Background: an optimization exercise with open tools, aiming at small area, a short achievable clock period and few clock cycles per item. Do not read the settings as production practice.
In this exercise RTL edits were held to simulation tests only and were not proved equivalent to the original.

== before ==
==> flow/design.v (excerpt) <==
module rsa_core (
    input  logic                   clk,
    input  logic                   reset,
    input  logic                   key_valid,
    output logic                   key_ready,
    input  logic [PRIME_WIDTH-1:0] p,
    input  logic [PRIME_WIDTH-1:0] q,
    output logic                   keys_ready,
    output logic [WORD_WIDTH-1:0]  modulus_out,
    output logic [WORD_WIDTH-1:0]  public_e,
    input  logic                   msg_valid,
    output logic                   msg_ready,
    input  logic [WORD_WIDTH-1:0]  msg,
    input  logic                   encrypt,
    output logic                   result_valid,
    input  logic                   result_ready,
    output logic [WORD_WIDTH-1:0]  result
);
Size in the first run: roughly 3100 cells after synthesis, roughly 180 flip-flops, about 29000 µm² of cells after synthesis.
clock: 110.0 ns
lec_check: 0
cap_margin: 20
core_margin: 2
core_utilization: 40
slew_margin: 20
synth_hierarchical: 1
synth_minimum_keep_size: 0
standard.sh (not shown) runs the stock make flow with config.mk's settings and CLKGATE_MAP_FILE= SYNTH_SCRIPT=/design/flow/synth_recipe.tcl, a recipe that flattens the netlist after the stock synthesis.
==> flow/flow/run.sh <==
#!/bin/bash
# The standard layout (the standard.sh, standard synthesis included), with
# a small plain buffer on every port and the timing repair steps asked to leave
# extra setup slack, so that they work on the paths that set the achieved
# period. Constraints are unchanged.
set -euo pipefail
bash standard.sh SETUP_SLACK_MARGIN=87 "BUFFER_PORTS_ARGS=-buffer_cell sky130_fd_sc_hd__buf_1" finish > standard.log 2>&1
Testbench counts of before, summed over its fixed seeds: cycles 12,475, items 1,024.
The inputs of after differ from those of before as listed below.
diff --git a/flow/design.v b/flow/design.v
--- a/flow/design.v
+++ b/flow/design.v
@@ -116,15 +116,12 @@
     logic                   k_found;
     logic [4:0]             d_step;
     logic                   d_done;
     logic signed [5:0]      d_g;       
     logic [3:0]             t_hist;    
     logic [1:0]             dred_s;    
-    logic                   dred3;     
-    logic                   div3_y;    
-    logic                   div3_c;    
     logic                   key_busy_q, keys_ready_q, msg_ready_q;   
     logic                   key_ready_q;
     logic                   sel_a_m, sel_a_c;                   
     logic                   sel_b_r2, sel_b_a, sel_b_x, sel_b_m;  
     logic                   sel_n_c;                            
     assign key_ready_q  = !key_busy_q;   
@@ -324,22 +321,12 @@
             7'd114, 7'd116, 7'd119, 7'd120, 7'd125:
                      odd_prime = 1'b1;
             default: odd_prime = 1'b0;
         endcase
     endfunction
     logic       kg_start;
-    logic       h_mod3_zero;
-    logic [2:0] h_even, h_odd;
-    assign h_even = {2'b0, prime_in[0]} + {2'b0, prime_in[2]} + {2'b0, prime_in[4]} + {2'b0, prime_in[6]};
-    assign h_odd  = {2'b0, prime_in[1]} + {2'b0, prime_in[3]} + {2'b0, prime_in[5]};
-    always_comb begin
-        case ({h_even, h_odd})
-            6'o00, 6'o11, 6'o22, 6'o33, 6'o30, 6'o03, 6'o41: h_mod3_zero = 1'b1;
-            default:                                         h_mod3_zero = 1'b0;
-        endcase
-    end
     logic [6:0] prime_in;
     logic       prime_out;
     assign prime_in  = (kg_state == KG_WAIT) ? r2_reg[7:1] : r2_reg[15:9];
     assign prime_out = odd_prime(prime_in);
     logic [8:0] n_sum;      
     logic [7:0] t_sum;      
@@ -355,31 +342,26 @@
     assign t_sum   = {1'b0, x_reg[13:7]} + (r2_reg[1] ? {1'b0, r2_reg[15:9]} : 8'd0);
     assign k_sum   = {1'b0, k_acc} + {1'b0, a_reg[4:0]};
     assign k_diff  = k_sum - {1'b0, e_reg};
     assign k_next  = k_diff[5] ? k_sum[4:0] : k_diff[4:0];
     logic t_from_x;
     assign t_from_x = ({1'b0, d_step} + {4'b0, dred_s}) >= 6'd2;
-    logic t_raw, t_div3;
-    assign t_raw   = t_from_x ? x_reg[0] : 1'b0;
-    assign t_div3  = t_raw ^ div3_y ^ div3_c;
-    assign x_win   = {t_hist, dred3 ? t_div3 : t_raw};
+    assign x_win   = {t_hist, t_from_x ? x_reg[0] : 1'b0};
     always_comb begin
         x_val = (d_step == 5'd0) ? 3'd1 : 3'd0;
         for (int j = 0; j < 5; j++) begin
             x_val = x_val + ((k_val[j] && x_win[j]) ? 3'd1 : 3'd0);
         end
     end
     assign d_bit   = d_g[0] ^ x_val[0];
     assign g_sum   = {{2{d_g[5]}}, d_g} + (d_bit ? {3'b0, e_reg} : 8'd0) - {5'b0, x_val};
     always_ff @(posedge clk) begin
         if (key_fire) r2_reg <= {1'b0, p, q};
         if (kg_state == KG_WAIT) begin
             dred_s <= {1'b0, prime_out && (r2_reg[15:8] != r2_reg[7:0])};
-            dred3  <= h_mod3_zero;   
         end else if (kg_run && kc == 5'd0) begin
-            dred3 <= dred3 && h_mod3_zero && dred_s[0] && prime_out;   
             if (!(dred_s[0] && prime_out)) dred_s <= 2'd0;
             else if (!r2_reg[9] && !r2_reg[1]) dred_s <= 2'd2;   
             else dred_s <= 2'd1;
         end
         if (kg_start) begin
             n_reg   <= '0;
@@ -405,46 +387,32 @@
                 e_chk <= 1'b0;
                 if (a_reg[4:0] == 5'd0 || a_reg[4:0] == cand_e) begin
                     cand <= cand + 3'd1;
                 end else begin
                     e_found <= 1'b1;
                     e_reg   <= cand_e;
-                    case ({dred3, dred_s})
-                        3'b0_00: k_acc <= 5'd1;
-                        3'b0_01: k_acc <= 5'd2;
-                        3'b0_10,
-                        3'b0_11: k_acc <= (cand == 3'd0) ? 5'd1 : 5'd4;
-                        3'b1_01: k_acc <= (cand == 3'd1) ? 5'd1 : 5'd6;
-                        default: begin
-                            case (cand)
-                                3'd1:    k_acc <= 5'd2;    
-                                3'd2:    k_acc <= 5'd5;    
-                                3'd3:    k_acc <= 5'd1;    
-                                default: k_acc <= 5'd12;   
-                            endcase
-                        end
+                    case (dred_s)
+                        2'd0:    k_acc <= 5'd1;
+                        2'd1:    k_acc <= 5'd2;
+                        default: k_acc <= (cand == 3'd0) ? 5'd1 : 5'd4;
                     endcase
                     k_val   <= 5'd0;
                     d_step  <= 5'd0;
                     d_g     <= '0;
                     t_hist  <= '0;
-                    div3_y  <= 1'b0;
-                    div3_c  <= 1'b0;
                 end
             end
             if (e_found && !k_found) begin
                 k_acc <= k_next;
                 k_val <= k_val + 5'd1;
                 if (k_next == 5'd0) k_found <= 1'b1;
             end
             if (k_found && !d_done) begin
                 d_reg  <= {d_bit, d_reg[15:1]};
                 d_g    <= g_sum[6:1];   
                 t_hist <= x_win[3:0];
-                div3_y <= t_div3;
-                div3_c <= (t_div3 & div3_y) | (t_div3 & div3_c) | (div3_y & div3_c);
                 if (t_from_x) x_reg <= x_reg >> 1;
                 d_step <= d_step + 5'd1;
                 if (d_step == 5'd15) d_done <= 1'b1;
             end
             if (res_op || kg_sqr) a_reg <= mm_r;
             if (kg_r2) r2_reg <= mm_r;
==> comparison <==
after finished every step from synthesis to the final layout, and the layout passed the timing, design-rule and antenna checks. after — remaining max-slew budget at the tightest pin 10 points lower, before as reference. Delta(number of ordinary inverters in the final layout, after - before) < 0. after reports a lower global-route track usage on met1 than before does. after does worse than before on clock period minus final worst setup slack. Compared before against after; wire length within noise. Achievable frequency essentially unchanged between before and after. Number of standard cells in the layout, taps in and fillers out of after falls short of that of before slightly. after and before ended up with nearly the same number of maximum-capacitance constraint violations. Compared with before, the detailed router inserted fewer vias in after. Looking at maximum fanout along the worst path, after sits 2 higher than before does. Global-route usage of after is on par with before. Looking only at worst slack at placement, and setting everything else aside, the higher value of after and before goes to before.
Testbench counts of after, summed over its fixed seeds: cycles 12,694, items 1,024.

* * *

Setup of west:
Another version of the RTL of rsa_core (not shown whole).
Size: about 3200 cells after synthesis, about 180 flip-flops, ~90 I/O pins.
## rsa_core
module rsa_core (
    input  logic                   clk,
    input  logic                   reset,
    input  logic                   key_valid,
    output logic                   key_ready,
    input  logic [PRIME_WIDTH-1:0] p,
    input  logic [PRIME_WIDTH-1:0] q,
    output logic                   keys_ready,
    output logic [WORD_WIDTH-1:0]  modulus_out,
    output logic [WORD_WIDTH-1:0]  public_e,
    input  logic                   msg_valid,
    output logic                   msg_ready,
    input  logic [WORD_WIDTH-1:0]  msg,
    input  logic                   encrypt,
    output logic                   result_valid,
    input  logic                   result_ready,
    output logic [WORD_WIDTH-1:0]  result
);
Settings: LEC_CHECK=0, CAP_MARGIN=20, CORE_MARGIN=2, CORE_UTILIZATION=40, SLEW_MARGIN=20, SYNTH_HIERARCHICAL=1, SYNTH_MINIMUM_KEEP_SIZE=0; clock period 110.0 ns.
==> flow/flow/run.sh <==
#!/bin/bash
# The standard layout (the standard.sh, standard synthesis included), with
# a small plain buffer on every port and the timing repair steps asked to leave
# extra setup slack, so that they work on the paths that set the achieved
# period. Constraints are unchanged.
set -euo pipefail
bash standard.sh SETUP_SLACK_MARGIN=86.9 "BUFFER_PORTS_ARGS=-buffer_cell sky130_fd_sc_hd__buf_1" finish > standard.log 2>&1
west finished every step from synthesis to the final layout, and the layout passed the timing, design-rule and antenna checks.
Testbench counts of west, summed over its fixed seeds: cycles 12,475, items 1,024.
diff inputs: west => middle
diff --git a/flow/design.v b/flow/design.v
--- a/flow/design.v
+++ b/flow/design.v
@@ -156,13 +156,13 @@
     logic kg_run, last_op, fix_now, fix_out, move_now, eng_free;
     logic res_op, kg_sqr, kg_r2, kg_end;
     assign kg_run   = (kg_state == KG_RUN);
     assign last_op  = (ex_state == EX_MUL) && (bit_idx == 4'd0);
     assign fix_now  = fix_pend;
     assign fix_out  = fix_pend && !res_valid;
-    assign move_now = move_pend && !res_valid;
+    assign move_now = move_pend && !res_valid && !kg_run;
     assign eng_free = (ex_state == EX_IDLE);
     assign res_op   = kg_run && (kc >= 5'd7) && !e_found && !e_chk;
     assign kg_sqr   = kg_run && (kc == KC_SQR) && k_found;
     assign kg_r2    = kg_run && (kc == KC_R2);
     assign kg_end   = kg_run && (kc >= KC_R2) && d_done;
     logic [1:0] ex_next, ex_hold, kg_next;   
@@ -310,16 +310,15 @@
     );
     logic [MONT_WIDTH-1:0] sub_in;
     logic [MONT_WIDTH:0]   sub_out;
     logic [WORD_WIDTH-1:0] sub_red;    
     assign sub_in  = kg_run ? {m_reg, 1'b0} : a_reg;
     assign sub_out = {1'b0, sub_in} - {2'b0, n_reg};
-    assign sub_red = sub_out[MONT_WIDTH] ? sub_in[WORD_WIDTH-1:0] : sub_out[WORD_WIDTH-1:0];
+    assign sub_red = (sub_out[MONT_WIDTH] || move_now) ? sub_in[WORD_WIDTH-1:0] : sub_out[WORD_WIDTH-1:0];
     always_ff @(posedge clk) begin
-        if (fix_out)       res_reg <= sub_red;
-        else if (move_now) res_reg <= a_reg[WORD_WIDTH-1:0];
+        if (fix_out || move_now) res_reg <= sub_red;
     end
     function automatic logic odd_prime(input logic [6:0] h);
         case (h)
             7'd1, 7'd2, 7'd3, 7'd5, 7'd6, 7'd8,
             7'd9, 7'd11, 7'd14, 7'd15, 7'd18, 7'd20,
             7'd21, 7'd23, 7'd26, 7'd29, 7'd30, 7'd33,
### Flow results
middle reached the end of the flow, and the finished layout is clean on the timing, design-rule and antenna checks.
west -> middle: register bit total from synthesis delta 0, exact match
Of west and middle, the higher die outline width belongs to west.
Relative to west, sum of routed wire length over all layers decreased by about 6% in middle.
Cmp middle vs west: setup slack lower in middle
Cmp middle vs west: global-route usage lower in middle
| setup skew after layout | middle vs west | 0.0032 ns higher |
Compared with west, placement density in the core of middle is lower.
[middle vs west] detailed-route vias per instance: lower in middle
For via count of the first global-routing pass, middle and west come out practically identical.
Testbench counts of middle, summed over its fixed seeds: cycles 12,475, items 1,024.

[re-timing with driven ports]
No port has a modelled driver above. Below, the same layouts with a new extraction and two added sets of constraints. Step 1: set_driving_cell puts a clkbuf_16 on clk and a buf_2 on each other input, an assumption about the parent block. Step 2 moves the port delays by t, midway between the first and last clock arrival at a register: inputs arrive t later, outputs are due t later. That takes back most of the time a late clock gives input paths. a / b / c = ideal ports / drivers / drivers and shift; a / b = the first two.
run	t, ns	setup WS [ns]	worst register clock-pin slew, ns
before	0.507	86.961 / 86.905 / 86.571	0.08 / 0.08
after	0.508	86.908 / 86.861 / 86.603	0.08 / 0.08
west	0.506	86.891 / 86.841 / 86.461	0.08 / 0.08
middle	0.498	86.856 / 86.809 / 86.547	0.08 / 0.08
After both steps setup and hold are still met in every run listed. For west, which loses most, drivers alone change the setup slack by -0.050 ns; drivers and shift together by -0.430 ns.
